What follows belongs to an exercise in optimizing a design on an open flow for small area and a short achievable clock period; a production flow would make more cautious choices. Where RTL was checked, it was by simulation tests only, not by an equivalence proof against the original. No functional check of the RTL was part of runs 1 to 3. No activity file was given, so power comes from the tool's default toggle rates.

==> design/flow/design.v <==
`default_nettype none
package intl_pkg;
    localparam int SYM_W   = 2;      
    localparam int ADDR_W  = 12;     
    localparam int POS_W   = 8;      
    localparam int LANES   = 4;      
    localparam int DEPTH   = 136;    
    localparam int STRIDE  = 7;
    localparam logic [11:0] PB_LEN_16  = 12'd64;
    localparam logic [11:0] PB_LEN_136 = 12'd544;
endpackage
`default_nettype wire
`timescale 1ns/10ps
`default_nettype none
module pb_size_decode (
    input  wire  [11:0] pb_len,
    input  wire  [11:0] waddr,
    input  wire         wen,
    input  wire         start,
    output logic        is64,
    output logic        wr_ok,
    output logic        st_ok
);
    logic is544;
    assign is64  = (pb_len == intl_pkg::PB_LEN_16);
    assign is544 = (pb_len == intl_pkg::PB_LEN_136);
    assign wr_ok = wen && ((is64 && (waddr[11:6] == 6'd0)) ||
                           (is544 && (waddr < intl_pkg::PB_LEN_136)));
    assign st_ok = start && (is64 || is544);
endmodule
`default_nettype wire
`timescale 1ns/10ps
`default_nettype none
module symbol_banks (
    input  wire                                 clk,
    input  wire                                 wr_en,
    input  wire  [intl_pkg::POS_W-1:0]          wr_pos,
    input  wire  [7:0]                          wr_row,
    input  wire  [15:0]                         sel_lo,
    input  wire  [8:0]                          sel_hi,
    output logic [7:0]                          lanes
);
    localparam int D  = intl_pkg::DEPTH;
    localparam int NG = (D + 15) / 16;
    logic [7:0] mem [0:D-1];
    always_ff @(posedge clk) begin
        if (wr_en) begin
            mem[wr_pos] <= wr_row;
        end
    end
    for (genvar b = 0; b < 8; b++) begin : g_bit
        logic [NG-1:0] grp;
        for (genvar g = 0; g < NG; g++) begin : g_grp
            logic [15:0] t;
            for (genvar m = 0; m < 16; m++) begin : g_m
                if (g * 16 + m < D) begin : g_in
                    assign t[m] = sel_lo[m] & mem[g * 16 + m][b];
                end else begin : g_out
                    assign t[m] = 1'b0;
                end
            end
            assign grp[g] = sel_hi[g] & (|t);
        end
        assign lanes[b] = |grp;
    end
endmodule
`default_nettype wire
`timescale 1ns/10ps
`default_nettype none
module read_sequencer #(
    parameter int stride = intl_pkg::STRIDE
) (
    input  wire                         clk,
    input  wire                         n_rst,
    input  wire                         st_a,
    input  wire                         md_a,
    input  wire  [intl_pkg::POS_W-1:0]  wr_pos,
    output logic                        busy,
    output logic [intl_pkg::POS_W-1:0]  pos,
    output logic [15:0]                 sel_lo,
    output logic [8:0]                  sel_hi
);
    localparam int PW = intl_pkg::POS_W;
    logic          st_b, md_b;
    logic          q16;
    logic          last;
    logic [PW-1:0] pos_sum;
    logic [PW-1:0] pos_next;
    logic [PW-1:0] pos_d;
    assign last    = q16 ? (pos[3:0] == 4'd9) : (pos == PW'(136 - stride));
    assign pos_sum = pos + PW'(stride);
    always_comb begin
        if (q16)
            pos_next = {4'd0, pos_sum[3:0]};
        else if (pos_sum >= PW'(136))
            pos_next = pos_sum - PW'(136);
        else
            pos_next = pos_sum;
    end
    always_comb begin
        if (busy)      pos_d = pos_next;
        else if (st_b) pos_d = '0;
        else           pos_d = wr_pos;
    end
    always_ff @(posedge clk or negedge n_rst) begin
        if (!n_rst) begin
            st_b <= 1'b0;
            busy <= 1'b0;
        end else begin
            st_b <= st_a;
            if (!busy) begin
                busy <= st_b;
            end else if (last) begin
                busy <= 1'b0;
            end
        end
    end
    always_ff @(posedge clk) begin
        md_b <= md_a;
        if (!busy) begin
            q16 <= md_b;
        end
        pos <= pos_d;
        for (int i = 0; i < 16; i++) sel_lo[i] <= (pos_d[3:0] == 4'(i));
        for (int i = 0; i < 9; i++)  sel_hi[i] <= (pos_d[7:4] == 4'(i));
    end
endmodule
`default_nettype wire
`timescale 1ns/10ps
`default_nettype none
module lane_rotator (
    input  wire                             clk,
    input  wire                             n_rst,
    input  wire                             busy,
    input  wire  [intl_pkg::LANES*2-1:0]    lanes,
    output logic [1:0]                      rdata0,
    output logic [1:0]                      rdata1,
    output logic [1:0]                      rdata2,
    output logic [1:0]                      rdata3,
    output logic                            dout_vld
);
    always_ff @(posedge clk or negedge n_rst) begin
        if (!n_rst) dout_vld <= 1'b0;
        else        dout_vld <= busy;
    end
    always_ff @(posedge clk) begin
        rdata0 <= lanes[1:0];
        rdata1 <= lanes[3:2];
        rdata2 <= lanes[5:4];
        rdata3 <= lanes[7:6];
    end
endmodule
`default_nettype wire
`timescale 1ns/10ps
`default_nettype none
module intl_top #(
    parameter int sym_w  = intl_pkg::SYM_W,
    parameter int addr_w = intl_pkg::ADDR_W,
    parameter int stride = intl_pkg::STRIDE
) (
    input  wire                 clk,
    input  wire                 n_rst,
    input  wire  [sym_w-1:0]    wdata,
    input  wire  [addr_w-1:0]   waddr,
    input  wire                 wen,
    input  wire  [addr_w-1:0]   pb_len,
    input  wire                 start,
    output logic [sym_w-1:0]    rdata0,
    output logic [sym_w-1:0]    rdata1,
    output logic [sym_w-1:0]    rdata2,
    output logic [sym_w-1:0]    rdata3,
    output logic                dout_vld
);
    localparam int PW = intl_pkg::POS_W;
    logic        is64, wr_ok, st_ok;
    pb_size_decode u_decode (
        .pb_len (pb_len),
        .waddr  (waddr),
        .wen    (wen),
        .start  (start),
        .is64   (is64),
        .wr_ok  (wr_ok),
        .st_ok  (st_ok)
    );
    logic        wv_a, st_a;
    logic        md_a;
    logic [9:0]  addr_a;
    logic [1:0]  wd_a;
    always_ff @(posedge clk or negedge n_rst) begin
        if (!n_rst) begin
            wv_a <= 1'b0;
            st_a <= 1'b0;
        end else begin
            wv_a <= wr_ok;
            st_a <= st_ok;
        end
    end
    always_ff @(posedge clk) begin
        md_a   <= is64;
        addr_a <= waddr[9:0];
        wd_a   <= wdata;
    end
    logic [1:0]    qb;
    logic [9:0]    base;
    logic [9:0]    off;
    logic [PW-1:0] wp;
    logic [1:0]    wl;
    always_comb begin
        if (addr_a >= 10'd408) begin
            qb = 2'd3; base = 10'd408;
        end else if (addr_a >= 10'd272) begin
            qb = 2'd2; base = 10'd272;
        end else if (addr_a >= 10'd136) begin
            qb = 2'd1; base = 10'd136;
        end else begin
            qb = 2'd0; base = 10'd0;
        end
        off = addr_a - base;
        if (md_a) begin
            qb = addr_a[5:4];
            wp = {4'd0, addr_a[3:0]};
        end else begin
            wp = off[PW-1:0];
        end
        wl = qb + wp[1:0];
    end
    logic          wv_b;
    logic [1:0]    wl_b;
    logic [1:0]    wd_b;
    always_ff @(posedge clk or negedge n_rst) begin
        if (!n_rst) wv_b <= 1'b0;
        else        wv_b <= wv_a;
    end
    always_ff @(posedge clk) begin
        wl_b <= wl;
        wd_b <= wd_a;
    end
    logic          rd_busy;
    logic [PW-1:0] row_b;
    logic [15:0]   rd_lo;
    logic [8:0]    rd_hi;
    read_sequencer #(
        .stride  (stride)
    ) u_seq (
        .clk     (clk),
        .n_rst   (n_rst),
        .st_a    (st_a),
        .md_a    (md_a),
        .wr_pos  (wp),
        .busy    (rd_busy),
        .pos     (row_b),
        .sel_lo  (rd_lo),
        .sel_hi  (rd_hi)
    );
    logic [7:0]    row_rd;       
    logic          wv_c;
    logic [PW-1:0] row_c;
    logic [7:0]    wrow_c;
    logic [7:0]    base_row;
    logic [7:0]    new_row;
    assign base_row = (wv_c && (row_c == row_b)) ? wrow_c : row_rd;
    always_comb begin
        new_row = base_row;
        new_row[wl_b*2 +: 2] = wd_b;
    end
    always_ff @(posedge clk or negedge n_rst) begin
        if (!n_rst) wv_c <= 1'b0;
        else        wv_c <= wv_b;
    end
    always_ff @(posedge clk) begin
        row_c  <= row_b;
        wrow_c <= new_row;
    end
    symbol_banks u_banks (
        .clk     (clk),
        .wr_en   (wv_c),
        .wr_pos  (row_c),
        .wr_row  (wrow_c),
        .sel_lo  (rd_lo),
        .sel_hi  (rd_hi),
        .lanes   (row_rd)
    );
    lane_rotator u_out (
        .clk      (clk),
        .n_rst    (n_rst),
        .busy     (rd_busy),
        .lanes    (row_rd),
        .rdata0   (rdata0),
        .rdata1   (rdata1),
        .rdata2   (rdata2),
        .rdata3   (rdata3),
        .dout_vld (dout_vld)
    );
endmodule
`default_nettype wire
==> design/flow/flow/run.sh <==
#!/bin/bash
# Standard ORFS layout, with repair_timing asked for extra setup slack so that
# the achieved period (not only the 10 ns constraint) is optimised, and the
# ports buffered with a fast buffer. Each step's log stays in orfs/logs.
set -euo pipefail
MARGIN=7.0
bash standard.sh SETUP_SLACK_MARGIN=$MARGIN TNS_END_PERCENT=20 \
    "BUFFER_PORTS_ARGS=-buffer_cell sky130_fd_sc_hd__buf_4" finish > standard.log 2>&1
==> design/flow/standard.sh <==
#!/bin/bash
# synth_recipe.tcl (not shown) runs the flow's synth.tcl, then flattens the netlist and writes it again
# the make line also repeats each setting of config.mk as NAME=value (left out here)
make -C /OpenROAD-flow-scripts/flow DESIGN_CONFIG=/design/flow/config.mk WORK_HOME=/design/flow/orfs CLKGATE_MAP_FILE= SYNTH_SCRIPT=/design/flow/synth_recipe.tcl "${@:-finish}"
==> design/flow/config.mk <==
export PLATFORM = sky130hd
export DESIGN_NAME = intl_top
export DESIGN_NICKNAME = intl_top
export VERILOG_FILES = /design/flow/design.v
export SDC_FILE = /design/flow/constraint.sdc
export NUM_CORES = 4
export LEC_CHECK = 0
export CAP_MARGIN = 20
export CORE_MARGIN = 2
export CORE_UTILIZATION = 30
export SLEW_MARGIN = 20
==> design/flow/constraint.sdc <==
create_clock -name core_clock -period 10.0 [get_ports {clk}]
set_input_delay 2.0000 -clock core_clock [delete_from_list [all_inputs] [get_ports {clk}]]
set_output_delay 2.0000 -clock core_clock [all_outputs]
set_load 0.01 [all_outputs]
==> results of run 1 <==
## power by group
part           leakage, nW  internal (mW)  switching, mW
clock network         1.75           2.33           1.84
registers             10.7           5.77          0.246
logic                 3.20          0.199          0.546
## flip-flops by register name, summed over array words and instances (netlist names), 2 cells and up
signal	flops
u_out.rdata3	2
u_banks.mem	1088
wl_b	2
u_seq.pos	8
u_seq.sel_hi	9
wd_a	2
u_out.rdata1	2
u_out.rdata0	2
u_out.rdata2	2
addr_a	10
u_seq.sel_lo	16
wrow_c	8
row_c	8
wd_b	2
## final cells by class
type                    count  share of cell area
flip-flops and latches   1171               0.691
clock buffers             147              0.0596
multi-input cells        1037               0.153
well taps                1890              0.0474
clock inverters            62              0.0123
inverters                  17             0.00128
diodes                      2            0.000100
repair buffers            144              0.0351
## critical path, cell delays in order, from the launching register on
cell	delay (ps)
dfxtp_4	370
buf_16	150
buf_16	150
a22o_1	200
a221oi_2	180
nand4_1	280
a222oi_1	1070
nand4_1	360
mux2i_1	240
o21ai_1	70
## worst max path at each step
stage	from	to	depth (start not counted)
final	u_seq.sel_lo[14]$_DFF_P_	wrow_c[7]$_DFF_P_	9
after global routing	u_out.dout_vld$_DFF_PN0_	dout_vld	1
after CTS	u_out.dout_vld$_DFF_PN0_	dout_vld	1
after detailed placement	u_seq.sel_lo[0]$_DFF_P_	wrow_c[0]$_DFF_P_	9
after global placement	u_seq.sel_lo[4]$_DFF_P_	wrow_c[7]$_DFF_P_	9
after floorplan	pb_len[2]	wv_a$_DFF_PN0_	7
## cell usage in the layout (no fill, tap or decap), types with 12 or more instances in the layout
master,Yosys,routed
edfxtp_1,1089,1089
nand4_1,81,81
buf_12,0,14
nor2_1,174,155
clkinv_2,0,19
a22o_1,250,250
nand2_1,49,49
dfxtp_4,0,23
nor2b_1,13,13
nand3_1,19,19
nor2_2,0,19
a221oi_1,249,240
clkbuf_1,122,31
inv_1,15,15
xnor2_1,12,12
dfxtp_1,75,43
a22oi_1,69,69
buf_6,2,16
buf_4,0,88
clkinv_1,0,25
nor3_1,15,14
clkbuf_16,0,120
## synthesized netlist by cell type, types with 3 or more instances
cell type  number  area (um2)
clkbuf_1      122         458
nand4_1        81         507
buf_1          17        63.8
mux2i_1         8        80.1
xnor2_1        12         105
a222oi_1        7        70.1
buf_2           3        15.0
nand2b_1        5        31.3
inv_1          15        56.3
a22oi_1        69         518
dfrtp_1         7         175
edfxtp_1     1089       32700
nor3_1         15        75.1
nor2b_1        13        81.3
ha_1           10         125
a22o_1        250        2190
a21oi_1         8        40.0
nand2_1        49         184
xor2_1          7        61.3
nor2_1        174         653
a221oi_1      249        2180
o21ai_1         8        40.0
nand3_1        19        95.1
nand3b_1        3        22.5
o21ai_0         5        25.0
dfxtp_1        75        1500
## metal layers
layer  global-route usage  share of wire  vias to the layer above
met5                    0       0.000099                        -
met2                0.267           0.46                     1572
li1                     -              -                    10149
met3               0.0374           0.11                      252
met1                0.228           0.39                    12884
met4               0.0670          0.034                        2
## cells by family (layout without fill, tap and decap cells)
logic type                 count (synthesis)  after routing  synth area share
AOI/OAI and AO/OA                        618            618             0.125
xor gates and xnor gates                  19             19           0.00391
adders and majority gates                 11             11           0.00341
buffers and inverters                    164            370            0.0154
DFF                                     1171           1171             0.808
muxes                                      8              8           0.00188
other                                      0              2                 0
and+or+nand+nor                          381            381            0.0428
## timing repair
item | CTS | global route
hold endpoints to repair | 0 | 0
setup endpoints to repair | 146 | 407
buffers inserted | 16 | 41
cloned | 2 | 8
gates resized for setup | 64 | 38
pin swaps | 12 | 3
hold buffers | 0 | 0
==> summary.txt, run 1 <==
Status
  • Outcome: complete, no violations

Run
  • Max_cap viols: 0

Floorplan
  • CORE AREA: 0.141 mm2
  • DIE HEIGHT: 381 um
  • Initial Utilization: 0.301
  • # rows: 138
  • Die width: ~380 um
  • IO Count: 39
  • Die ar.: 0.145 mm2

Timing
  • Fmax achieved: 0.310 GHz
  • Sum Neg Setup Slack: 0 ps
  • Hold slack: around 330 ps
  • Fin crit share: 0.323
  • Final worst slack: 6770 ps
  • Final hold vios: 0
  • Unrepaired setup endpoints after global routing: true
  • Fin Clk Skew: 23.7 ps
  • Relative slew slack: 0.135
  • Slew @ Worst Pin: 1290 ps
  • Final setup fails: 0
  • Final Critical Period: 3230 ps
  • Max-slew violation count: 0

Yosys
  • Syn Inst Count: 2372
  • Yosys cell types: 64
  • Top_reg_cell synth: edfxtp_1
  • Mapped cell area: 0.0425 mm2
  • Register bit total from synthesis: 1171
  • Ys Warns: 4
  • Post-synth net total: 2413
  • Register area share after synthesis: 0.808
  • Syn_area_per_cell: between 15 and 20 um2
  • Post-synth EDFFs: 1089
  • Ys async rst share: 0.00598

Final layout
  • Fill count: 13254
  • Layout Nets: 2524
  • Final cell count without fillers: 4470
  • Core Util, Final: 0.353
  • Layout cells sized above 1: 0.146
  • Cell area after layout: 0.0499 mm2
  • Sequential cell area: roughly 0.034 mm2
  • P&R area growth vs syn: 17.2%
  • Multi-input logic area: approximately 0.0076 mm2

Clocking
  • H-tree depth: 3
  • Num CTS Buffers: 112
  • CTS tree: yes
  • Skew-Pair Late Insertion Delay: roughly 710 ps
  • Root buffer cell: clkbuf_16
  • Clk buf depth: 3
  • Clock sink total: 1171
  • Clk pin slew, worst setup/hold paths: 60 ps

Placement
  • Pre-CTS setup slack: 6410 ps
  • Port Buf Inserts: 38
  • Placed Instances: 4192
  • Dpl hpwl: 70500 um
  • Dpl cell area: 0.0450 mm2
  • Routability cong.: 0.847

Worst setup path
  • Reg2Reg Setup Slack: approximately 6800 ps
  • Critical R2R Capture: wrow_c[7]$_DFF_P_
  • Critical path peak fanout: 8
  • CP startpoint kind: flop
  • Reg2reg path depth: 9
  • CP endpoint kind: flop
  • Crit Path Class: reg -> reg
  • Worst R2R Start: u_seq.sel_lo[14]$_DFF_P_
  • Arrival @ worst endpoint: roughly 3800 ps
  • Crit path required time: 10570 ps

Pwr
  • VDD IR max: 180 uV
  • Leak Pwr: about 16 nW
  • Total power divided by cell area: 219 mW/mm2
  • Design Power: 10.9 mW

Routing
  • Vias/cell: 5.56
  • DR pass1 iterations: 6
  • Drt first-iter violations: about 3900
  • Drt wl/cell: approximately 29 um
  • DR vias: 24859
  • Antenna Violating Nets Remaining: 0
  • DRT Wirelength: between 100000 and 150000 um
  • Residual DRC count: 0

Worst hold path
  • Hold EP: wd_b[1]$_DFF_P_
  • Hold crit path type: reg -> reg
  • Hold path start: wd_a[1]$_DFF_P_
  • WHS Path Cells: 0

GRT
  • Vias in the first global route: 24070
  • Largest net degree at the start of global routing: 100
  • Global-route usage over all layers: 0.169
  • Global route overflow: 0
  • Global-route wire length before repair: 179000 um
  • Initial antenna violation count: 2
==> run 2, diff against run 1 <==
--- a/design/flow/config.mk
+++ b/design/flow/config.mk
@@ -8,4 +8,6 @@
 export CAP_MARGIN = 20
 export CORE_MARGIN = 2
-export CORE_UTILIZATION = 30
+export CORE_UTILIZATION = 55
+export CTS_CLUSTER_DIAMETER = 150
+export CTS_CLUSTER_SIZE = 28
 export SLEW_MARGIN = 20
==> run 2 against run 1 <==
  * Clock power shrank 44%
  * Combinational power grew 2%
  * First-iteration DRC count grew 2.2%
  * Maximum frequency grew 0.87%
  * Register-to-register slack gained 30 ps
  * Flip-flop and latch count is the same
  * Worst setup slack gained 28 ps
  * Synthesized cell count is the same
  * Critical path depth shrank 6
  * Area after synthesis is the same
  * Wire length shrank 4.3%
  * Clock skew grew 1.8 ps
  * Largest cell class unchanged
==> summary.txt, run 2 <==
Floorplan
  • CORE AREA: 0.0763 mm2 (was 0.141 mm2)
  • Die ar.: 0.0796 mm2 (was 0.145 mm2)
  • Initial Utilization: 0.557 (was 0.301)
  • DIE HEIGHT: 282 um (was 381 um)
  • Die width: 282 um (was 381 um)
  • IO Count: 39 (unchanged)
  • # rows: 101 (was 138)

Pwr
  • Design Power: 9.06 mW (was 10.9 mW)
  • Leak Pwr: 14.3 nW (was 15.6 nW)
  • Total power divided by cell area: 196 mW/mm2 (was 219 mW/mm2)
  • VDD IR max: 167 uV (was 180 uV)

Yosys
  • Synth top area share: 0.769 (unchanged)
  • Post-synth EDFFs: 1089 (unchanged)
  • Register area share after synthesis: 0.808 (unchanged)
  • Mapped cell area: 0.0425 mm2 (unchanged)
  • Cell taking the most area after synthesis: edfxtp_1 (unchanged)
  • Syn Inst Count: 2372 (unchanged)
  • Post-synth top cells: 1089 x edfxtp_1, 250 x a22o_1, 249 x a221oi_1, 174 x nor2_1, 122 x clkbuf_1 (unchanged)
  • Most frequent cell after synthesis: edfxtp_1 (unchanged)
  • Register bit total from synthesis: 1171 (unchanged)
  • Post-synth net total: 2413 (unchanged)
  • Top_reg_cell synth: edfxtp_1 (unchanged)
  • Yosys cell types: 64 (unchanged)
  • Ys Warns: 4 (unchanged)
  • Syn_area_per_cell: 17.9 um2 (unchanged)
  • Ys async rst share: 0.00598 (unchanged)
  • Largest cells by area after synthesis: edfxtp_1 77%, a22o_1 5.1%, a221oi_1 5.1% (unchanged)

GRT
  • Global route overflow: 0 (unchanged)
  • Global-route wire length before repair: 172000 um (was 179000 um)
  • Largest net degree at the start of global routing: 111 (was 100)
  • Global-route usage over all layers: 0.309 (was 0.169)
  • Initial antenna violation count: 3 (was 2)
  • Vias in the first global route: 22679 (was 24070)

Final layout
  • Core Util, Final: 0.605 (was 0.353)
  • Fill count: 5590 (was 13254)
  • Top Registers: u_banks.mem: 1088 flops, u_seq.sel_lo: 16 flops, addr_a: 10 flops (unchanged)
  • Inserted Diodes: 0 (was 2)
  • Layout cells sized above 1: 0.104 (was 0.146)
  • Commonest non-fill, non-tap cells in the layout: 1089 x edfxtp_1, 250 x a22o_1, 238 x a221oi_1 (was 1089 x edfxtp_1, 250 x a22o_1, 240 x a221oi_1)
  • P&R area growth vs syn: 8.48% (was 17.2%)
  • Final cell count without fillers: 3442 (was 4470)
  • Top reg by flops: u_banks.mem (unchanged)
  • Layout Nets: 2433 (was 2524)
  • Max reg flops: 1088 (unchanged)
  • Commonest non-fill, non-tap cell in the layout: edfxtp_1 (unchanged)

Routing
  • DRT Wirelength: 125000 um (was 131000 um)
  • Drt first-iter violations: 3982 (was 3896)
  • DR vias: 24267 (was 24859)
  • Residual DRC count: 0 (unchanged)
  • DR pass1 iterations: 6 (unchanged)
  • Antenna Violating Nets Remaining: 0 (unchanged)
  • Drt wl/cell: 36.4 um (was 29.3 um)
  • Vias/cell: 7.05 (was 5.56)

Timing
  • Sum Neg Setup Slack: 0 ps (unchanged)
  • Final worst slack: 6800 ps (was 6770 ps)
  • Slew @ Worst Pin: 1160 ps (was 1290 ps)
  • Final Critical Period: 3200 ps (was 3230 ps)
  • Unrepaired setup endpoints after global routing: true (unchanged)
  • Fmax achieved: 0.312 GHz (was 0.310 GHz)
  • Max-slew violation count: 0 (unchanged)
  • Final hold vios: 0 (unchanged)
  • Fin Clk Skew: 25.5 ps (was 23.7 ps)
  • Final setup fails: 0 (unchanged)
  • Fin crit share: 0.320 (was 0.323)
  • Relative slew slack: 0.223 (was 0.135)

Clocking
  • Clk pin slew, worst setup/hold paths: 110 ps (was 60 ps)
  • Root buffer cell: clkbuf_16 (unchanged)
  • Clk buf depth: 3 (unchanged)
  • Skew-Pair Late Insertion Delay: 640 ps (was 710 ps)
  • CTS tree: yes (unchanged)
  • H-tree depth: 2 (was 3)
  • Num CTS Buffers: 47 (was 112)
  • Clock sink total: 1171 (unchanged)

Worst hold path
  • Hold crit path type: reg -> reg (unchanged)

Placement
  • Port Buf Inserts: 38 (unchanged)
  • Dpl hpwl: 70200 um (was 70500 um)
  • Routability cong.: 0.868 (was 0.847)
  • Pre-CTS setup slack: 6430 ps (was 6410 ps)
  • Placed Instances: 3332 (was 4192)

Worst setup path
  • Critical path peak fanout: 8 (unchanged)
  • Worst-path cell chain: nor3b_1, nand3_1, nor2_1 (was buf_16, buf_16, a22o_1, a221oi_2, nand4_1, a222oi_1, nand4_1, mux2i_1, o21ai_1)
  • CP startpoint kind: flop (unchanged)
  • CP endpoint kind: flop (unchanged)
  • Cell with the biggest individual delay on the critical path: nor2_1 (was a222oi_1)
  • Crit path required time: 10260 ps (was 10570 ps)
  • Max incr delay on CP: 1120 ps (was 1070 ps)
  • Arrival @ worst endpoint: 3460 ps (was 3800 ps)
  • Crit Path Class: reg -> reg (unchanged)

Run
  • Max_cap viols: 0 (unchanged)

Status
  • Outcome: complete, no violations (unchanged)
## run 2: critical path: cells and delay by family (launching register included)
kind             cells  cell delay [ps]
and+or+nand+nor      3             2370
DFF                  1              450
## run 2: kinds of logic (layout without fill, tap and decap cells)
group / after synthesis / in the layout / share of synthesized area
xor+xnor: 19 / 19 / 0.00391
mux: 8 / 8 / 0.00188
simple gates: 381 / 381 / 0.0428
compound gates: 618 / 618 / 0.125
buf+inv: 164 / 204 / 0.0154
fa+ha+maj: 11 / 11 / 0.00341
flops: 1171 / 1171 / 0.808
## run 2: layout make-up
cell class | count | area, um2 | share of cell area
multi-input combinational | 1037 | 7660 | 0.166
sequential | 1171 | 34500 | 0.747
timing repair buffer | 118 | 1360 | 0.0295
clock buffer | 68 | 1300 | 0.0281
tap | 1030 | 1290 | 0.0279
clock inverter | 1 | 7.51 | 0.000163
inverter | 17 | 63.8 | 0.00138
## run 2: what timing repair did
action                                  4_1_cts  5_1_grt
pin swaps                                     6        8
setup buffers                                 7       26
hold buffers                                  0        0
cloned                                        2        4
gates resized for setup                      61       35
endpoints found under the setup margin       87      353
## run 2: final timing paths
kind | cells after the start | slack [ps] | start | end
setup / recovery | 3 | 6800 | wv_c$_DFF_PN0_ | u_banks.mem[83][6]$_DFFE_PP_
hold / removal | 0 | 340 | wd_a[1]$_DFF_P_ | wd_b[1]$_DFF_P_
setup reg to reg | 3 | 6800 | wv_c$_DFF_PN0_ | u_banks.mem[83][6]$_DFFE_PP_
hold reg to reg | 0 | 340 | wd_a[1]$_DFF_P_ | wd_b[1]$_DFF_P_
max in group asynchronous | 1 | 8700 | n_rst | wv_c$_DFF_PN0_
min in group asynchronous | 1 | 1170 | n_rst | u_seq.st_b$_DFF_PN0_
## run 2: per-stage QoR
stage	area (um2)	hold slack [ps]
6_report	46200	345
3_3_place_gp	43900	315
2_1_floorplan	42600	310
3_5_place_dp	43900	319
4_1_cts	45600	345
5_1_grt	46200	354
## run 2: power breakdown
part           switching (mW)  leakage (nW)  internal [mW]
Combinational           0.566          3.02          0.195
Sequential              0.203          10.7           5.76
Clock                    1.42         0.626          0.912
## run 2: per-layer routing
| metal | vias to the layer above | share of wire | track usage |
|---|---|---|---|
| met3 | 211 | 0.11 | 0.0599 |
| met1 | 12633 | 0.40 | 0.454 |
| met2 | 1529 | 0.46 | 0.473 |
| met4 | 4 | 0.033 | 0.0966 |
| li1 | 9890 | - | - |
| met5 | - | 0.00036 | 0 |
==> run 3, diff against run 2 <==
--- a/design/flow/flow/run.sh
+++ b/design/flow/flow/run.sh
@@ -4,5 +4,5 @@
 # ports buffered with a fast buffer. Each step's log stays in orfs/logs.
 set -euo pipefail
-MARGIN=7.0
+MARGIN=7.5
 bash standard.sh SETUP_SLACK_MARGIN=$MARGIN TNS_END_PERCENT=20 \
     "BUFFER_PORTS_ARGS=-buffer_cell sky130_fd_sc_hd__buf_4" finish > standard.log 2>&1
==> run 3 against run 2 <==
  * Final area increased by 4.9%
  * Clock power about the same
  * Clock skew decreased by 0.82 ps
  * Combinational power increased by 15%
  * Maximum frequency increased by 1.1%
==> summary.txt, run 3 <==
GRT
  • Initial antenna violation count: 2 (was 3)
  • Global-route usage over all layers: 0.348 (was 0.309)
  • Global-route wire length before repair: 189000 um (was 172000 um)
  • Largest net degree at the start of global routing: 111 (unchanged)
  • Global route overflow: 0 (unchanged)
  • Vias in the first global route: 23702 (was 22679)

Placement
  • Dpl cell area: 0.0439 mm2 (unchanged)
  • Pre-CTS setup slack: 6430 ps (unchanged)
  • Routability cong.: 0.868 (unchanged)
  • Dpl hpwl: 70200 um (unchanged)
  • Port Buf Inserts: 38 (unchanged)

Floorplan
  • CORE AREA: 0.0763 mm2 (unchanged)
  • IO Count: 39 (unchanged)
  • Initial Utilization: 0.557 (unchanged)
  • Die width: 282 um (unchanged)
  • Die ar.: 0.0796 mm2 (unchanged)
  • DIE HEIGHT: 282 um (unchanged)
  • # rows: 101 (unchanged)

Timing
  • Unrepaired setup endpoints after global routing: true (unchanged)
  • Fin Clk Skew: 24.6 ps (was 25.5 ps)
  • Final worst slack: 6830 ps (was 6800 ps)
  • Final setup fails: 0 (unchanged)
  • Final Critical Period: 3170 ps (was 3200 ps)
  • Slew @ Worst Pin: 1260 ps (was 1160 ps)
  • Relative slew slack: 0.159 (was 0.223)
  • Final hold vios: 0 (unchanged)
  • Fin crit share: 0.317 (was 0.320)
  • Sum Neg Setup Slack: 0 ps (unchanged)
  • Max-slew violation count: 0 (unchanged)
  • Fmax achieved: 0.316 GHz (was 0.312 GHz)

Yosys
  • Cell taking the most area after synthesis: edfxtp_1 (unchanged)
  • Post-synth net total: 2413 (unchanged)
  • Mapped cell area: 0.0425 mm2 (unchanged)
  • Yosys cell types: 64 (unchanged)
  • Most frequent cell after synthesis: edfxtp_1 (unchanged)
  • Syn Inst Count: 2372 (unchanged)
  • Largest cells by area after synthesis: edfxtp_1 77%, a22o_1 5.1%, a221oi_1 5.1% (unchanged)
  • Post-synth top cells: 1089 x edfxtp_1, 250 x a22o_1, 249 x a221oi_1, 174 x nor2_1, 122 x clkbuf_1 (unchanged)
  • Top_reg_cell synth: edfxtp_1 (unchanged)
  • Ys Warns: 4 (unchanged)
  • Register bit total from synthesis: 1171 (unchanged)
  • Post-synth EDFFs: 1089 (unchanged)
  • Synth top area share: 0.769 (unchanged)
  • Register area share after synthesis: 0.808 (unchanged)
  • Ys async rst share: 0.00598 (unchanged)
  • Syn_area_per_cell: 17.9 um2 (unchanged)

Final layout
  • Max reg flops: 1088 (unchanged)
  • Core Util, Final: 0.634 (was 0.605)
  • Layout Nets: 2509 (was 2433)
  • Commonest non-fill, non-tap cell in the layout: edfxtp_1 (unchanged)
  • Inserted Diodes: 0 (unchanged)
  • Commonest non-fill, non-tap cells in the layout: 1089 x edfxtp_1, 250 x a22o_1, 185 x a221oi_1 (was 1089 x edfxtp_1, 250 x a22o_1, 238 x a221oi_1)
  • Cell area after layout: 0.0484 mm2 (was 0.0462 mm2)
  • Layout cells sized above 1: 0.180 (was 0.104)
  • Top reg by flops: u_banks.mem (unchanged)
  • Top Registers: u_banks.mem: 1088 flops, u_seq.sel_lo: 16 flops, addr_a: 10 flops (unchanged)
  • P&R area growth vs syn: 13.8% (was 8.48%)

Routing
  • Drt wl/cell: 39.3 um (was 36.4 um)
  • Vias/cell: 7.23 (was 7.05)
  • DR vias: 25435 (was 24267)
  • Residual DRC count: 0 (unchanged)
  • Drt first-iter violations: 4592 (was 3982)
  • DR pass1 iterations: 6 (unchanged)
  • Antenna Violating Nets Remaining: 0 (unchanged)
  • DRT Wirelength: 138000 um (was 125000 um)

Worst setup path
  • Cell with the biggest individual delay on the critical path: nor2_1 (unchanged)
  • Crit Path Class: reg -> reg (unchanged)
  • CP startpoint kind: flop (unchanged)
  • Crit path required time: 10260 ps (about the same)
  • CP endpoint kind: flop (unchanged)
  • Critical R2R Capture: u_banks.mem[69][2]$_DFFE_PP_ (was u_banks.mem[83][6]$_DFFE_PP_)
  • CP Capture Point: u_banks.mem[69][2]$_DFFE_PP_ (was u_banks.mem[83][6]$_DFFE_PP_)
  • Reg2Reg Setup Slack: 6830 ps (was 6800 ps)
  • Critical path peak fanout: 15 (was 8)
  • Worst R2R Start: row_c[0]$_DFF_P_ (was wv_c$_DFF_PN0_)
  • CP startpoint: row_c[0]$_DFF_P_ (was wv_c$_DFF_PN0_)
  • Arrival @ worst endpoint: 3420 ps (was 3460 ps)
  • Worst-path cell chain: nor2b_1, nand2_1, nor2_1 (was nor3b_1, nand3_1, nor2_1)
  • Max incr delay on CP: 1050 ps (was 1120 ps)
  • Reg2reg path depth: 3 (unchanged)

Run
  • Max_cap viols: 0 (unchanged)

Clocking
  • Clk pin slew, worst setup/hold paths: 110 ps (about the same)
  • H-tree depth: 2 (unchanged)
  • Root buffer cell: clkbuf_16 (unchanged)
  • CTS tree: yes (unchanged)
  • Skew-Pair Late Insertion Delay: 650 ps (was 640 ps)
  • Num CTS Buffers: 47 (unchanged)
  • Clk buf depth: 3 (unchanged)
  • Clock sink total: 1171 (unchanged)

Pwr
  • VDD IR max: 169 uV (was 167 uV)
  • Combinational Power Share: 0.095 (was 0.084)
  • Design Power: 9.19 mW (was 9.06 mW)
  • P_int: 6.92 mW (was 6.87 mW)
  • Leak Pwr: 15.2 nW (was 14.3 nW)
  • Sw Pwr: 2.26 mW (was 2.19 mW)
  • Total power divided by cell area: 190 mW/mm2 (was 196 mW/mm2)
  • Flop pwr share: 0.649 (was 0.659)
  • Sw Ratio: 0.246 (was 0.241)
  • Power share of the clock group: 0.256 (was 0.257)

Worst hold path
  • WHS Path Cells: 0 (unchanged)
  • Hold crit path type: reg -> reg (unchanged)

Status
  • Outcome: complete, no violations (unchanged)
## run 3: changes by cell type in the layout (fill, tap and decap cells not counted), sizes merged
cell,previous run,this run
buf,112,174
clkbuf,72,68
bufbuf,2,20
## run 3: timing repair
action | CTS | global route
pin swaps | 68 | 0
setup buffers | 89 | 0
cloned | 26 | 0
hold buffers | 0 | 0
endpoints found under the setup margin | 988 | 979
gates resized for setup | 289 | 34
## run 3: critical path: cells and delay by family (launching register included)
family,cells,cell delay (ps)
and+or+nand+nor,3,2030
DFF,1,730
## run 3: worst min-delay path by stage
stage	startpoint	endpoint	slack, ps
floorplan	wd_a[0]$_DFF_P_	wd_b[0]$_DFF_P_	310
global placement	wd_a[0]$_DFF_P_	wd_b[0]$_DFF_P_	310
detailed placement	wd_a[1]$_DFF_P_	wd_b[1]$_DFF_P_	320
CTS	wd_a[1]$_DFF_P_	wd_b[1]$_DFF_P_	340
global route	wd_a[0]$_DFF_P_	wd_b[0]$_DFF_P_	350
finish	wd_a[1]$_DFF_P_	wd_b[1]$_DFF_P_	350
## run 3: through the flow
stage                     std cells  hold WS, ps
after floorplan                2372          310
after global placement         3332          315
after detailed placement       3332          319
after CTS                      3516          345
after global routing           3518          354
final                          3518          346
## run 3: power groups by stage
stage / sequential [mW] / clock (mW) / combinational [mW]
4_1_cts: 5.96 / 2.34 / 0.840
6_report: 5.96 / 2.35 / 0.875
5_1_grt: 5.97 / 2.50 / 0.906
3_3_place_gp: 6.07 / 0 / 0.677
2_1_floorplan: 6.12 / 0 / 0.256
3_5_place_dp: 6.08 / 0 / 0.696
## run 3: area by class of cell
cell class | count | area [um2]
clock buffer | 68 | 1300
clock inverter | 1 | 7.51
fill | 5380 | 27900
inverter | 17 | 63.8
multi-input combinational | 1037 | 8430
sequential | 1171 | 34500
tap | 1030 | 1290
timing repair buffer | 194 | 2820
## run 3: cells by family (layout without fill, tap and decap cells)
family          Yosys count  after routing  synth area share
compound gates          618            618             0.125
buf+inv                 164            280            0.0154
flops                  1171           1171             0.808
mux                       8              8           0.00188
xor+xnor                 19             19           0.00391
simple gates            381            381            0.0428
fa+ha+maj                11             11           0.00341
## run 3: metal layers
metal  GRT usage  vias up  wire, um
met5     0.00549        -        16
li1            -    10066         -
met3      0.0684      277     15500
met1       0.502    13236     53400
met2       0.530     1854     63300
met4       0.135        2      6160
==> run 4, diff against run 3 <==
--- a/design/flow/design.v
+++ b/design/flow/design.v
@@ -34,6 +34,6 @@
 module symbol_banks (
     input  wire                                 clk,
-    input  wire                                 wr_en,
-    input  wire  [intl_pkg::POS_W-1:0]          wr_pos,
+    input  wire  [8:0]                          wr_hi_n,
+    input  wire  [15:0]                         wr_lo_n,
     input  wire  [7:0]                          wr_row,
     input  wire  [15:0]                         sel_lo,
@@ -44,7 +44,9 @@
     localparam int NG = (D + 15) / 16;
     logic [7:0] mem [0:D-1];
-    always_ff @(posedge clk) begin
-        if (wr_en) begin
-            mem[wr_pos] <= wr_row;
+    for (genvar r = 0; r < D; r++) begin : g_row
+        always_ff @(posedge clk) begin
+            if (!wr_hi_n[r / 16] && !wr_lo_n[r % 16]) begin
+                mem[r] <= wr_row;
+            end
         end
     end
@@ -254,26 +256,25 @@
     );
     logic [7:0]    row_rd;       
-    logic          wv_c;
-    logic [PW-1:0] row_c;
+    logic [15:0]   wlo_cn;       
+    logic [8:0]    whi_cn;       
     logic [7:0]    wrow_c;
+    logic          hit;
     logic [7:0]    base_row;
     logic [7:0]    new_row;
-    assign base_row = (wv_c && (row_c == row_b)) ? wrow_c : row_rd;
+    assign hit      = (|(~whi_cn & rd_hi)) && (|(~wlo_cn & rd_lo));
+    assign base_row = hit ? wrow_c : row_rd;
     always_comb begin
         new_row = base_row;
         new_row[wl_b*2 +: 2] = wd_b;
     end
-    always_ff @(posedge clk or negedge n_rst) begin
-        if (!n_rst) wv_c <= 1'b0;
-        else        wv_c <= wv_b;
-    end
-    always_ff @(posedge clk) begin
-        row_c  <= row_b;
+    always_ff @(posedge clk) begin
+        whi_cn <= wv_b ? ~rd_hi : '1;
+        wlo_cn <= ~rd_lo;
         wrow_c <= new_row;
     end
     symbol_banks u_banks (
         .clk     (clk),
-        .wr_en   (wv_c),
-        .wr_pos  (row_c),
+        .wr_hi_n (whi_cn),
+        .wr_lo_n (wlo_cn),
         .wr_row  (wrow_c),
         .sel_lo  (rd_lo),
--- a/design/flow/flow/run.sh
+++ b/design/flow/flow/run.sh
@@ -4,5 +4,5 @@
 # ports buffered with a fast buffer. Each step's log stays in orfs/logs.
 set -euo pipefail
-MARGIN=7.5
+MARGIN=7.0
 bash standard.sh SETUP_SLACK_MARGIN=$MARGIN TNS_END_PERCENT=20 \
     "BUFFER_PORTS_ARGS=-buffer_cell sky130_fd_sc_hd__buf_4" finish > standard.log 2>&1
--- a/design/flow/config.mk
+++ b/design/flow/config.mk
@@ -8,5 +8,5 @@
 export CAP_MARGIN = 20
 export CORE_MARGIN = 2
-export CORE_UTILIZATION = 55
+export CORE_UTILIZATION = 65
 export CTS_CLUSTER_DIAMETER = 150
 export CTS_CLUSTER_SIZE = 28
==> run 4 against run 3 <==
  * Core utilization up 6.0 points
  * Combinational power down 24%
  * Critical path type is now reg -> out
  * Hold slack worse by 7.2 ps
  * Largest power group unchanged
  * Largest cell class unchanged
  * Area after synthesis up 2.4%
  * Wire length down 12%
  * Flip-flop and latch count up 16
  * Clock-buffer cell count up 10
==> summary.txt, run 4 <==
Status
  • Outcome: complete, no violations (unchanged)

Timing
  • Relative slew slack: 0.174 (was 0.159)
  • Final setup fails: 0 (unchanged)
  • Fmax achieved: 0.317 GHz (was 0.316 GHz)
  • Sum Neg Setup Slack: 0 ps (unchanged)
  • Final worst slack: 6850 ps (was 6830 ps)
  • Max-slew violation count: 0 (unchanged)
  • Final hold vios: 0 (unchanged)
  • Slew @ Worst Pin: 1230 ps (was 1260 ps)
  • Unrepaired setup endpoints after global routing: true (unchanged)
  • Fin crit share: 0.315 (was 0.317)
  • Final Critical Period: 3150 ps (was 3170 ps)
  • Fin Clk Skew: 26.2 ps (was 24.6 ps)

Pwr
  • Sw Ratio: 0.239 (was 0.246)
  • Combinational Power Share: 0.073 (was 0.095)
  • VDD IR max: 222 uV (was 169 uV)
  • Sw Pwr: 2.17 mW (was 2.26 mW)
  • Leak Pwr: 14.2 nW (was 15.2 nW)
  • Power share of the clock group: 0.261 (was 0.256)
  • Total power divided by cell area: 198 mW/mm2 (was 190 mW/mm2)
  • P_int: 6.92 mW (about the same)
  • Flop pwr share: 0.667 (was 0.649)

Yosys
  • Cell taking the most area after synthesis: edfxtp_1 (unchanged)
  • Top_reg_cell synth: edfxtp_1 (unchanged)
  • Ys Warns: 5 (was 4)
  • Post-synth EDFFs: 1089 (unchanged)
  • Post-synth top cells: 1089 x edfxtp_1, 194 x a22oi_1, 186 x a22o_1, 174 x nor2_1, 170 x a221oi_1 (was 1089 x edfxtp_1, 250 x a22o_1, 249 x a221oi_1, 174 x nor2_1, 122 x clkbuf_1)
  • Register area share after synthesis: 0.796 (was 0.808)
  • Most frequent cell after synthesis: edfxtp_1 (unchanged)
  • Mapped cell area: 0.0436 mm2 (was 0.0425 mm2)
  • Ys async rst share: 0.00505 (was 0.00598)
  • Post-synth net total: 2523 (was 2413)
  • Register bit total from synthesis: 1187 (was 1171)
  • Syn Inst Count: 2482 (was 2372)
  • Synth top area share: 0.751 (was 0.769)
  • Yosys cell types: 72 (was 64)
  • Largest cells by area after synthesis: edfxtp_1 75%, dfxtp_1 4.2%, a22o_1 3.7% (was edfxtp_1 77%, a22o_1 5.1%, a221oi_1 5.1%)
  • Syn_area_per_cell: 17.6 um2 (was 17.9 um2)

Final layout
  • Commonest non-fill, non-tap cell in the layout: edfxtp_1 (unchanged)
  • P&R area growth vs syn: 5.39% (was 13.8%)
  • Max reg flops: 1088 (unchanged)
  • Fill count: 4252 (was 5380)
  • Layout Nets: 2485 (was 2509)
  • Commonest non-fill, non-tap cells in the layout: 1089 x edfxtp_1, 194 x a22oi_1, 186 x a22o_1 (was 1089 x edfxtp_1, 250 x a22o_1, 185 x a221oi_1)
  • Layout cells sized above 1: 0.0813 (was 0.180)
  • Multi-input logic area: 0.00782 mm2 (was 0.00843 mm2)
  • Top reg by flops: u_banks.mem (unchanged)
  • Top Registers: u_banks.mem: 1088 flops, u_seq.sel_lo: 16 flops, wlo_cn: 16 flops (was u_banks.mem: 1088 flops, u_seq.sel_lo: 16 flops, addr_a: 10 flops)
  • Sequential cell area: 0.0348 mm2 (was 0.0345 mm2)

GRT
  • Global-route usage over all layers: 0.351 (was 0.348)
  • Initial antenna violation count: 1 (was 2)
  • Global route overflow: 0 (unchanged)
  • Vias in the first global route: 23688 (was 23702)
  • Largest net degree at the start of global routing: 121 (was 111)
  • Global-route wire length before repair: 172000 um (was 189000 um)

Worst setup path
  • Crit path required time: 8000 ps (was 10260 ps)
  • Crit Path Class: reg -> out (was reg -> reg)
  • Cell with the biggest individual delay on the critical path: dfxtp_2 (was nor2_1)
  • Reg2reg path depth: 7 (was 3)
  • CP startpoint kind: flop (unchanged)
  • Worst R2R Start: u_seq.sel_lo[3]$_DFF_P_ (was row_c[0]$_DFF_P_)
  • Critical R2R Capture: wrow_c[4]$_DFF_P_ (was u_banks.mem[69][2]$_DFFE_PP_)
  • Worst-path cell chain: buf_4 (was nor2b_1, nand2_1, nor2_1)
  • CP Buf/Inv Count: 1 (was 0)
  • Reg2Reg Setup Slack: 6870 ps (was 6830 ps)
  • Critical path peak fanout: 1 (was 15)
  • Arrival @ worst endpoint: 1150 ps (was 3420 ps)
  • CP endpoint kind: output pin (was flop)
  • Max incr delay on CP: 390 ps (was 1050 ps)
  • Critical path's top delay family: flip-flops (was simple AND/OR/NAND/NOR gates)

Run
  • Max_cap viols: 0 (unchanged)

Clocking
  • Clk pin slew, worst setup/hold paths: 110 ps (about the same)
  • Skew-Pair Late Insertion Delay: 650 ps (about the same)
  • H-tree depth: 2 (unchanged)
  • Clk buf depth: 3 (unchanged)
  • Clock sink total: 1187 (was 1171)
  • Num CTS Buffers: 48 (was 47)
  • Root buffer cell: clkbuf_16 (unchanged)
  • CTS tree: yes (unchanged)

Worst hold path
  • Hold crit path type: reg -> reg (unchanged)
  • WHS Path Cells: 0 (unchanged)
  • Hold EP: wd_b[1]$_DFF_P_ (unchanged)
  • Hold path start: wd_a[1]$_DFF_P_ (unchanged)

Placement
  • Pre-CTS setup slack: 6530 ps (was 6430 ps)
  • Dpl hpwl: 69100 um (was 70200 um)
  • Port Buf Inserts: 38 (unchanged)
  • Routability cong.: 0.872 (was 0.868)

Floorplan
  • Initial Utilization: 0.659 (was 0.557)
  • Die ar.: 0.0691 mm2 (was 0.0796 mm2)
  • IO Count: 39 (unchanged)
  • # rows: 94 (was 101)
  • DIE HEIGHT: 263 um (was 282 um)
  • Die width: 263 um (was 282 um)
  • CORE AREA: 0.0661 mm2 (was 0.0763 mm2)

Routing
  • DR pass1 iterations: 7 (was 6)
  • Drt first-iter violations: 3884 (was 4592)
  • DRT Wirelength: 122000 um (was 138000 um)
  • Residual DRC count: 0 (unchanged)
  • Vias/cell: 7.44 (was 7.23)
  • Drt wl/cell: 36.6 um (was 39.3 um)
  • DR vias: 24845 (was 25435)
  • Antenna Violating Nets Remaining: 0 (unchanged)
-- run 4: power groups by stage --
stage	sequential [mW]	clock, mW	combinational [mW]
after floorplan	6.19	0	0.252
after global placement	6.15	0	0.623
after detailed placement	6.16	0	0.645
after CTS	6.05	2.37	0.648
after global routing	6.07	2.53	0.703
final	6.06	2.37	0.661
-- run 4: metal layers --
layer / GRT usage / up-vias / share of wire
met5: 0 / - / 0.00011
met4: 0.131 / 2 / 0.041
met2: 0.548 / 1770 / 0.47
met1: 0.498 / 12710 / 0.37
li1: - / 10078 / -
met3: 0.0744 / 285 / 0.12
-- run 4: how the worst max path moves through the flow --
stage | startpoint | depth (start not counted) | slack (ps) | endpoint
final | u_out.rdata3[0]$_DFF_P_ | 1 | 6850 | rdata3[0]
after global routing | u_out.dout_vld$_DFF_PN0_ | 1 | 6810 | dout_vld
after global placement | pb_len[2] | 7 | 6480 | wv_a$_DFF_PN0_
after floorplan | pb_len[2] | 6 | 6800 | wv_a$_DFF_PN0_
after CTS | u_out.dout_vld$_DFF_PN0_ | 1 | 6820 | dout_vld
after detailed placement | pb_len[2] | 7 | 6530 | wv_a$_DFF_PN0_
-- run 4: what timing repair did --
action                     CTS  global route
gates resized for setup      9            26
pin swaps                    0             4
hold buffers                 0             0
setup endpoints to repair   14            32
buffers inserted             0             3
-- run 4: metrics by stage --
| step | power, mW | instances | util | cell area, um2 | hold WS [ps] |
|---|---|---|---|---|---|
| after floorplan | 6.44 | 2482 | - | 43600 | 310 |
| after global routing | 9.30 | 3337 | 0.695 | 45900 | 347 |
| after CTS | 9.07 | 3329 | 0.692 | 45700 | 338 |
| final | 9.09 | 3338 | 0.695 | 45900 | 338 |
| after global placement | 6.78 | 3250 | 0.671 | 44300 | 314 |
| after detailed placement | 6.81 | 3250 | 0.671 | 44300 | 313 |
-- run 4: cell families (layout without fill, tap and decap cells) --
| group | after synthesis | count (layout) | share of synthesized area |
|---|---|---|---|
| simple gates | 399 | 399 | 0.0446 |
| other cells | 0 | 1 | 0 |
| xor+xnor | 10 | 10 | 0.00201 |
| compound gates | 663 | 663 | 0.127 |
| buf+inv | 209 | 200 | 0.0256 |
| flops | 1187 | 1187 | 0.796 |
| fa+ha+maj | 11 | 11 | 0.00333 |
| mux | 3 | 3 | 0.000689 |
-- run 4: layout make-up --
cell class                 instances  share of cell area
sequential                      1187               0.758
multi-input combinational       1086               0.170
clock buffer                      78              0.0291
tap                              864              0.0235
timing repair buffer              84              0.0156
inverter                          37             0.00308
clock inverter                     1            0.000436
antenna                            1           0.0000545
==> run 5, diff against run 4 <==
--- a/design/flow/flow/run.sh
+++ b/design/flow/flow/run.sh
@@ -4,5 +4,5 @@
 # ports buffered with a fast buffer. Each step's log stays in orfs/logs.
 set -euo pipefail
-MARGIN=7.0
+MARGIN=7.2
 bash standard.sh SETUP_SLACK_MARGIN=$MARGIN TNS_END_PERCENT=20 \
     "BUFFER_PORTS_ARGS=-buffer_cell sky130_fd_sc_hd__buf_4" finish > standard.log 2>&1
--- a/design/flow/config.mk
+++ b/design/flow/config.mk
@@ -8,5 +8,5 @@
 export CAP_MARGIN = 20
 export CORE_MARGIN = 2
-export CORE_UTILIZATION = 65
+export CORE_UTILIZATION = 55
 export CTS_CLUSTER_DIAMETER = 150
 export CTS_CLUSTER_SIZE = 28
==> run 5 against run 4 <==
  * Clock power is essentially flat
  * Final cell count grew 5.9%
  * First-iteration DRC count shrank 4.4%
  * Die area is 18% higher
  * Global-route usage down 5.0 points
  * Total power up 0.38%
  * Area after synthesis stayed put
  * Critical path type unchanged
  * Largest cell class unchanged
==> summary.txt, run 5 <==
Status
  • Outcome: complete, no violations (unchanged)

Final layout
  • Commonest non-fill, non-tap cells in the layout: 1089 x edfxtp_1, 194 x a22oi_1, 186 x a22o_1 (unchanged)
  • Layout cells sized above 1: 0.0845 (was 0.0813)
  • Inserted Diodes: 0 (was 1)
  • Max reg flops: 1088 (unchanged)
  • Top reg by flops: u_banks.mem (unchanged)
  • P&R area growth vs syn: 6.07% (was 5.39%)
  • Fill count: 5893 (was 4252)
  • Sequential cell area: 0.0348 mm2 (about the same)
  • Layout Nets: 2487 (was 2485)
  • Multi-input logic area: 0.00785 mm2 (was 0.00782 mm2)
  • Commonest non-fill, non-tap cell in the layout: edfxtp_1 (unchanged)
  • Cell area after layout: 0.0462 mm2 (was 0.0459 mm2)
  • Top Registers: u_banks.mem: 1088 flops, u_seq.sel_lo: 16 flops, wlo_cn: 16 flops (unchanged)

Worst setup path
  • Critical path depth: 1 (unchanged)
  • Worst R2R Start: u_seq.sel_lo[4]$_DFF_P_ (was u_seq.sel_lo[3]$_DFF_P_)
  • CP Buf/Inv Count: 1 (unchanged)
  • CP Capture Point: rdata0[1] (was rdata3[0])
  • Arrival @ worst endpoint: 1160 ps (was 1150 ps)
  • Critical path's top delay family: flip-flops (unchanged)
  • Crit path required time: 8000 ps (about the same)
  • Max incr delay on CP: 380 ps (was 390 ps)
  • Reg2Reg Setup Slack: 6930 ps (was 6870 ps)
  • Critical path peak fanout: 1 (unchanged)
  • CP startpoint: u_out.rdata0[1]$_DFF_P_ (was u_out.rdata3[0]$_DFF_P_)
  • CP endpoint kind: output pin (unchanged)
  • Crit Path Class: reg -> out (unchanged)
  • Cell with the biggest individual delay on the critical path: dfxtp_4 (was dfxtp_2)
  • Critical R2R Capture: u_out.rdata2[0]$_DFF_P_ (was wrow_c[4]$_DFF_P_)
  • CP startpoint kind: flop (unchanged)
  • Worst-path cell chain: buf_4 (unchanged)
  • Reg2reg path depth: 7 (unchanged)

Yosys
  • Cell taking the most area after synthesis: edfxtp_1 (unchanged)
  • Post-synth EDFFs: 1089 (unchanged)
  • Register area share after synthesis: 0.796 (unchanged)
  • Mapped cell area: 0.0436 mm2 (unchanged)
  • Synth top area share: 0.751 (unchanged)
  • Ys async rst share: 0.00505 (unchanged)
  • Syn_area_per_cell: 17.6 um2 (unchanged)
  • Ys Warns: 5 (unchanged)
  • Top_reg_cell synth: edfxtp_1 (unchanged)
  • Syn Inst Count: 2482 (unchanged)
  • Most frequent cell after synthesis: edfxtp_1 (unchanged)
  • Register bit total from synthesis: 1187 (unchanged)
  • Yosys cell types: 72 (unchanged)
  • Post-synth net total: 2523 (unchanged)
  • Largest cells by area after synthesis: edfxtp_1 75%, dfxtp_1 4.2%, a22o_1 3.7% (unchanged)
  • Post-synth top cells: 1089 x edfxtp_1, 194 x a22oi_1, 186 x a22o_1, 174 x nor2_1, 170 x a221oi_1 (unchanged)

Routing
  • Residual DRC count: 0 (unchanged)
  • Vias/cell: 6.96 (was 7.44)
  • Drt wl/cell: 35.0 um (was 36.6 um)
  • Drt first-iter violations: 3715 (was 3884)
  • Antenna Violating Nets Remaining: 0 (unchanged)
  • DR vias: 24598 (was 24845)
  • DRT Wirelength: 124000 um (was 122000 um)
  • DR pass1 iterations: 7 (unchanged)

Timing
  • Fmax achieved: 0.317 GHz (about the same)
  • Final setup fails: 0 (unchanged)
  • Fin crit share: 0.316 (was 0.315)
  • Max-slew violation count: 0 (unchanged)
  • Unrepaired setup endpoints after global routing: true (unchanged)
  • Sum Neg Setup Slack: 0 ps (unchanged)
  • Relative slew slack: 0.240 (was 0.174)
  • Slew @ Worst Pin: 1140 ps (was 1230 ps)
  • Final hold vios: 0 (unchanged)
  • Final Critical Period: 3160 ps (was 3150 ps)
  • Fin Clk Skew: 20.9 ps (was 26.2 ps)

GRT
  • Initial antenna violation count: 0 (was 1)
  • Global-route wire length before repair: 175000 um (was 172000 um)
  • Global-route usage over all layers: 0.301 (was 0.351)
  • Global route overflow: 0 (unchanged)
  • Largest net degree at the start of global routing: 114 (was 121)
  • Vias in the first global route: 23798 (was 23688)

Worst hold path
  • Hold path start: wd_a[1]$_DFF_P_ (unchanged)
  • Hold crit path type: reg -> reg (unchanged)

Run
  • Max_cap viols: 0 (unchanged)

Placement
  • Port Buf Inserts: 38 (unchanged)
  • Dpl hpwl: 70800 um (was 69100 um)
  • Dpl cell area: 0.0446 mm2 (was 0.0443 mm2)
  • Routability cong.: 0.867 (was 0.872)

Clocking
  • CTS tree: yes (unchanged)
  • Clock sink total: 1187 (unchanged)
  • Clk buf depth: 3 (unchanged)
  • Num CTS Buffers: 48 (unchanged)
  • Skew-Pair Late Insertion Delay: 650 ps (about the same)
  • Hold-fix buffers, CTS: 0 (unchanged)
  • Root buffer cell: clkbuf_16 (unchanged)
  • H-tree depth: 2 (unchanged)
  • Clk pin slew, worst setup/hold paths: 110 ps (about the same)

Pwr
  • Leak Pwr: 14.2 nW (about the same)
  • Power share of the clock group: 0.262 (was 0.261)
  • Sw Pwr: 2.18 mW (was 2.17 mW)
  • Flop pwr share: 0.662 (was 0.667)
  • VDD IR max: 158 uV (was 222 uV)
  • P_int: 6.94 mW (was 6.92 mW)
  • Total power divided by cell area: 197 mW/mm2 (was 198 mW/mm2)
  • Combinational Power Share: 0.076 (was 0.073)
  • Sw Ratio: 0.239 (about the same)

Floorplan
  • # rows: 103 (was 94)
  • Die ar.: 0.0815 mm2 (was 0.0691 mm2)
  • IO Count: 39 (unchanged)
  • DIE HEIGHT: 285 um (was 263 um)
  • CORE AREA: 0.0787 mm2 (was 0.0661 mm2)
  • Die width: 285 um (was 263 um)
  • Initial Utilization: 0.553 (was 0.659)
-- run 5: cell counts after synthesis --
Identical to the previous run, type by type.
-- run 5: worst min path at each step --
stage,endpoint,slack [ps],cells after the start
6_report,wd_b[1]$_DFF_P_,340,0
5_1_grt,wd_b[1]$_DFF_P_,350,0
4_1_cts,wd_b[1]$_DFF_P_,340,0
3_5_place_dp,wd_b[1]$_DFF_P_,320,0
3_3_place_gp,wd_b[1]$_DFF_P_,310,0
2_1_floorplan,wd_b[0]$_DFF_P_,310,0
-- run 5: power by group through the flow --
stage / Sequential (mW) / Combinational, mW / Clock (mW)
6_report: 6.04 / 0.691 / 2.39
3_3_place_gp: 6.14 / 0.652 / 0
4_1_cts: 6.04 / 0.678 / 2.42
3_5_place_dp: 6.15 / 0.675 / 0
2_1_floorplan: 6.19 / 0.252 / 0
5_1_grt: 6.05 / 0.739 / 2.58
-- run 5: per-layer routing --
metal	up-vias	routed length, um	global-route usage
li1	10079	-	-
met1	12869	50100	0.441
met2	1406	57100	0.466
met3	244	11800	0.0511
met4	0	4690	0.101
met5	-	0	0
-- run 5: layout make-up --
cell class                      instances  area share
Sequential cell                      1187       0.753
Multi-Input combinational cell       1086       0.170
Clock buffer                           87      0.0296
Tap cell                             1050      0.0284
Timing Repair Buffer                   86      0.0151
Inverter                               37     0.00306
Clock inverter                          1    0.000433
-- run 5: logic make-up (layout without fill, tap and decap cells) --
| kind of cell | count (synthesis) | in the layout | synth area share |
|---|---|---|---|
| AO/OA/AOI/OAI | 663 | 663 | 0.127 |
| XOR/XNOR | 10 | 10 | 0.00201 |
| adder cells (fa/ha/maj) | 11 | 11 | 0.00333 |
| buffers and inverters | 209 | 211 | 0.0256 |
| flip-flops | 1187 | 1187 | 0.796 |
| multiplexers | 3 | 3 | 0.000689 |
| AND/OR/NAND/NOR | 399 | 399 | 0.0446 |
-- run 5: stage by stage --
step	hold WS [ps]	power [mW]	setup slack [ps]	instances	utilization
after floorplan	310	6.44	6800	2482	-
after global placement	314	6.79	6390	3434	0.566
after detailed placement	317	6.82	6480	3436	0.566
after CTS	342	9.13	6800	3524	0.584
after global routing	352	9.37	6810	3534	0.587
final	338	9.12	6840	3534	0.587
-- run 5: timing repair --
action                                  in CTS  in global routing
resized for setup                           16                 27
pin swaps                                    0                 10
gates cloned                                 0                  0
endpoints found under the setup margin      35                 48
setup buffers                                0                  8
==> run 6, diff against run 5 <==
--- a/design/flow/flow/run.sh
+++ b/design/flow/flow/run.sh
@@ -4,5 +4,5 @@
 # ports buffered with a fast buffer. Each step's log stays in orfs/logs.
 set -euo pipefail
-MARGIN=7.2
+MARGIN=7.0
 bash standard.sh SETUP_SLACK_MARGIN=$MARGIN TNS_END_PERCENT=20 \
     "BUFFER_PORTS_ARGS=-buffer_cell sky130_fd_sc_hd__buf_4" finish > standard.log 2>&1
==> run 6 against run 5 <==
  * Total power is 0.11% lower
  * Still clean
  * Sequential share of layout area is 0.16 points higher
  * Register-to-register slack hardly changed
  * Clock power hardly changed
==> summary.txt, run 6 <==
Status
  • Outcome: complete, no violations (unchanged)

Placement
  • Pre-CTS setup slack: 6480 ps (unchanged)
  • Port Buf Inserts: 38 (unchanged)
  • Dpl hpwl: 70800 um (unchanged)
  • Routability cong.: 0.867 (unchanged)

Worst setup path
  • Critical path depth: 1 (unchanged)
  • Arrival @ worst endpoint: 1160 ps (about the same)
  • CP endpoint kind: output pin (unchanged)
  • CP startpoint kind: flop (unchanged)
  • Reg2reg path depth: 7 (unchanged)
  • Max incr delay on CP: 380 ps (about the same)
  • Worst-path cell chain: buf_4 (unchanged)
  • Crit Path Class: reg -> out (unchanged)
  • Critical path's top delay family: flip-flops (unchanged)
  • Critical path peak fanout: 1 (unchanged)
  • Crit path required time: 8000 ps (about the same)
  • CP Buf/Inv Count: 1 (unchanged)
  • Cell with the biggest individual delay on the critical path: dfxtp_4 (unchanged)

Final layout
  • Max reg flops: 1088 (unchanged)
  • Commonest non-fill, non-tap cells in the layout: 1089 x edfxtp_1, 194 x a22oi_1, 186 x a22o_1 (unchanged)
  • Commonest non-fill, non-tap cell in the layout: edfxtp_1 (unchanged)
  • Fill count: 5905 (was 5893)
  • Layout Nets: 2480 (was 2487)
  • P&R area growth vs syn: 5.79% (was 6.07%)
  • Inserted Diodes: 0 (unchanged)
  • Top reg by flops: u_banks.mem (unchanged)
  • Top Registers: u_banks.mem: 1088 flops, u_seq.sel_lo: 16 flops, wlo_cn: 16 flops (unchanged)
  • Layout cells sized above 1: 0.0767 (was 0.0845)

Pwr
  • Total power divided by cell area: 198 mW/mm2 (was 197 mW/mm2)
  • Leak Pwr: 14.2 nW (about the same)
  • Design Power: 9.11 mW (was 9.12 mW)
  • VDD IR max: 159 uV (was 158 uV)

Timing
  • Sum Neg Setup Slack: 0 ps (unchanged)
  • Unrepaired setup endpoints after global routing: true (unchanged)
  • Fmax achieved: 0.316 GHz (was 0.317 GHz)
  • Final hold vios: 0 (unchanged)
  • Fin Clk Skew: 26.6 ps (was 20.9 ps)
  • Hold slack: 338 ps (about the same)
  • Fin crit share: 0.316 (about the same)
  • Final Critical Period: 3160 ps (about the same)
  • Slew @ Worst Pin: 1200 ps (was 1140 ps)
  • Final worst slack: 6840 ps (about the same)
  • Final setup fails: 0 (unchanged)
  • Max-slew violation count: 0 (unchanged)
  • Relative slew slack: 0.198 (was 0.240)

Clocking
  • CTS tree: yes (unchanged)
  • H-tree depth: 2 (unchanged)
  • Hold-fix buffers, CTS: 0 (unchanged)
  • Root buffer cell: clkbuf_16 (unchanged)
  • Num CTS Buffers: 48 (unchanged)
  • Clock sink total: 1187 (unchanged)
  • Clk buf depth: 3 (unchanged)
  • Skew-Pair Late Insertion Delay: 650 ps (about the same)
  • Clk pin slew, worst setup/hold paths: 120 ps (was 110 ps)

Yosys
  • Most frequent cell after synthesis: edfxtp_1 (unchanged)
  • Post-synth EDFFs: 1089 (unchanged)
  • Post-synth top cells: 1089 x edfxtp_1, 194 x a22oi_1, 186 x a22o_1, 174 x nor2_1, 170 x a221oi_1 (unchanged)
  • Largest cells by area after synthesis: edfxtp_1 75%, dfxtp_1 4.2%, a22o_1 3.7% (unchanged)
  • Top_reg_cell synth: edfxtp_1 (unchanged)
  • Yosys cell types: 72 (unchanged)
  • Register area share after synthesis: 0.796 (unchanged)
  • Mapped cell area: 0.0436 mm2 (unchanged)
  • Synth top area share: 0.751 (unchanged)
  • Ys async rst share: 0.00505 (unchanged)
  • Ys Warns: 5 (unchanged)
  • Syn_area_per_cell: 17.6 um2 (unchanged)
  • Syn Inst Count: 2482 (unchanged)
  • Cell taking the most area after synthesis: edfxtp_1 (unchanged)
  • Register bit total from synthesis: 1187 (unchanged)
  • Post-synth net total: 2523 (unchanged)

Routing
  • Drt first-iter violations: 3656 (was 3715)
  • Antenna Violating Nets Remaining: 0 (unchanged)
  • DR pass1 iterations: 8 (was 7)
  • Met2 wire len: 57000 um (was 57100 um)
  • DRT met1 WL: 49700 um (was 50100 um)
  • Vias/cell: 6.95 (was 6.96)
  • DR vias: 24515 (was 24598)
  • DRT Wirelength: 124000 um (about the same)
  • Residual DRC count: 0 (unchanged)
  • Drt wl/cell: 35.0 um (about the same)
  • Routed wl met3: 12400 um (was 11800 um)
  • DR top layer: met4 (unchanged)

GRT
  • Largest net degree at the start of global routing: 114 (unchanged)
  • Vias in the first global route: 23812 (was 23798)
  • Global route overflow: 0 (unchanged)
  • Global-route wire length before repair: 175000 um (about the same)
  • Global-route usage over all layers: 0.301 (about the same)
  • Initial antenna violation count: 0 (unchanged)

Floorplan
  • Die width: 285 um (unchanged)
  • IO Count: 39 (unchanged)
  • DIE HEIGHT: 285 um (unchanged)
  • Die ar.: 0.0815 mm2 (unchanged)
  • CORE AREA: 0.0787 mm2 (unchanged)
  • Initial Utilization: 0.553 (unchanged)
  • # rows: 103 (unchanged)

Worst hold path
  • Hold crit path type: reg -> reg (unchanged)
  • WHS Path Cells: 0 (unchanged)

Run
  • Max_cap viols: 0 (unchanged)
[run 6: cell counts after synthesis]
Identical to the previous run, type by type.
[run 6: area by class of cell]
cell class / instances / area [um2] / area share
clock inverters: 1 / 20.0 / 0.000434
well taps: 1050 / 1310 / 0.0285
clock buffers: 87 / 1370 / 0.0297
flip-flops and latches: 1187 / 34800 / 0.755
multi-input cells: 1086 / 7810 / 0.169
inverters: 37 / 141 / 0.00307
repair buffers: 79 / 634 / 0.0138
[run 6: where the power goes]
| part | leakage (nW) | internal, mW | switching, mW |
|---|---|---|---|
| Combinational | 2.71 | 0.159 | 0.525 |
| Clock | 0.658 | 0.946 | 1.44 |
| Sequential | 10.8 | 5.83 | 0.212 |
[run 6: metrics by stage]
stage / utilization / std cells / cell area [um2]
4_1_cts: 0.584 / 3524 / 46000
3_5_place_dp: 0.566 / 3436 / 44600
3_3_place_gp: 0.566 / 3434 / 44600
2_1_floorplan: - / 2482 / 43600
5_1_grt: 0.585 / 3527 / 46100
6_report: 0.585 / 3527 / 46100
[run 6: worst paths after layout]
| path | startpoint | end | slack (ps) |
|---|---|---|---|
| max | u_out.rdata0[1]$_DFF_P_ | rdata0[1] | 6840 |
| min | wd_a[1]$_DFF_P_ | wd_b[1]$_DFF_P_ | 340 |
| max reg2reg | u_seq.sel_lo[4]$_DFF_P_ | wrow_c[0]$_DFF_P_ | 6930 |
| min reg2reg | wd_a[1]$_DFF_P_ | wd_b[1]$_DFF_P_ | 340 |
| max in group asynchronous | n_rst | wv_b$_DFF_PN0_ | 8740 |
| min in group asynchronous | n_rst | u_out.dout_vld$_DFF_PN0_ | 1150 |
[run 6: layer usage]
metal  vias to the layer above  GRT usage
met5                         -          0
met4                         0      0.101
met3                       242     0.0512
met2                      1409      0.466
met1                     12792      0.440
li1                      10072          -
[run 6: logic make-up (layout without fill, tap and decap cells)]
family,Yosys count,in the layout,synth area share
buf+inv,209,204,0.0256
mux,3,3,0.000689
flops,1187,1187,0.796
compound gates,663,663,0.127
fa+ha+maj,11,11,0.00333
simple gates,399,399,0.0446
xor+xnor,10,10,0.00201
[run 6: repair_timing]
item,CTS,global route
endpoints found under the setup margin,16,32
resized for setup,11,10
pin swaps,0,3
setup buffers,0,1
cloned,0,0

-- static timing again, ports no longer ideal --
Ports are ideal in the flow. The routed layouts listed here were re-timed in OpenROAD. Step 1 (the two cells are an assumption about what drives the block):
set clk [get_ports {clk}]
set_driving_cell -lib_cell sky130_fd_sc_hd__clkbuf_16 $clk
set_driving_cell -lib_cell sky130_fd_sc_hd__buf_2 [delete_from_list [all_inputs] $clk]
Step 2 also shifts input and output timing later by t, the mid clock arrival at the registers, as if the neighbouring blocks saw the same clock. a / b / c = ideal / step 1 / step 2; a / b = the first two.
run | t, ns | slack for setup (ns) | clock arrival spread, ns | cell pins on the clock port's net
run 1 | 0.759 | 6.771 / 6.741 / 6.496 | 0.030 / 0.030 | 1
run 2 | 0.699 | 6.799 / 6.789 / 6.423 | 0.027 / 0.026 | 1
run 3 | 0.710 | 6.834 / 6.781 / 6.432 | 0.033 / 0.033 | 1
run 4 | 0.704 | 6.849 / 6.782 / 6.556 | 0.032 / 0.032 | 1
run 5 | 0.698 | 6.843 / 6.778 / 6.508 | 0.025 / 0.025 | 1
run 6 | 0.704 | 6.837 / 6.770 / 6.505 | 0.033 / 0.032 | 1
After both steps every run listed still meets setup and hold. The setup slack of run 3, which loses most, moves by -0.053 ns with the drivers and by -0.402 ns with both steps.
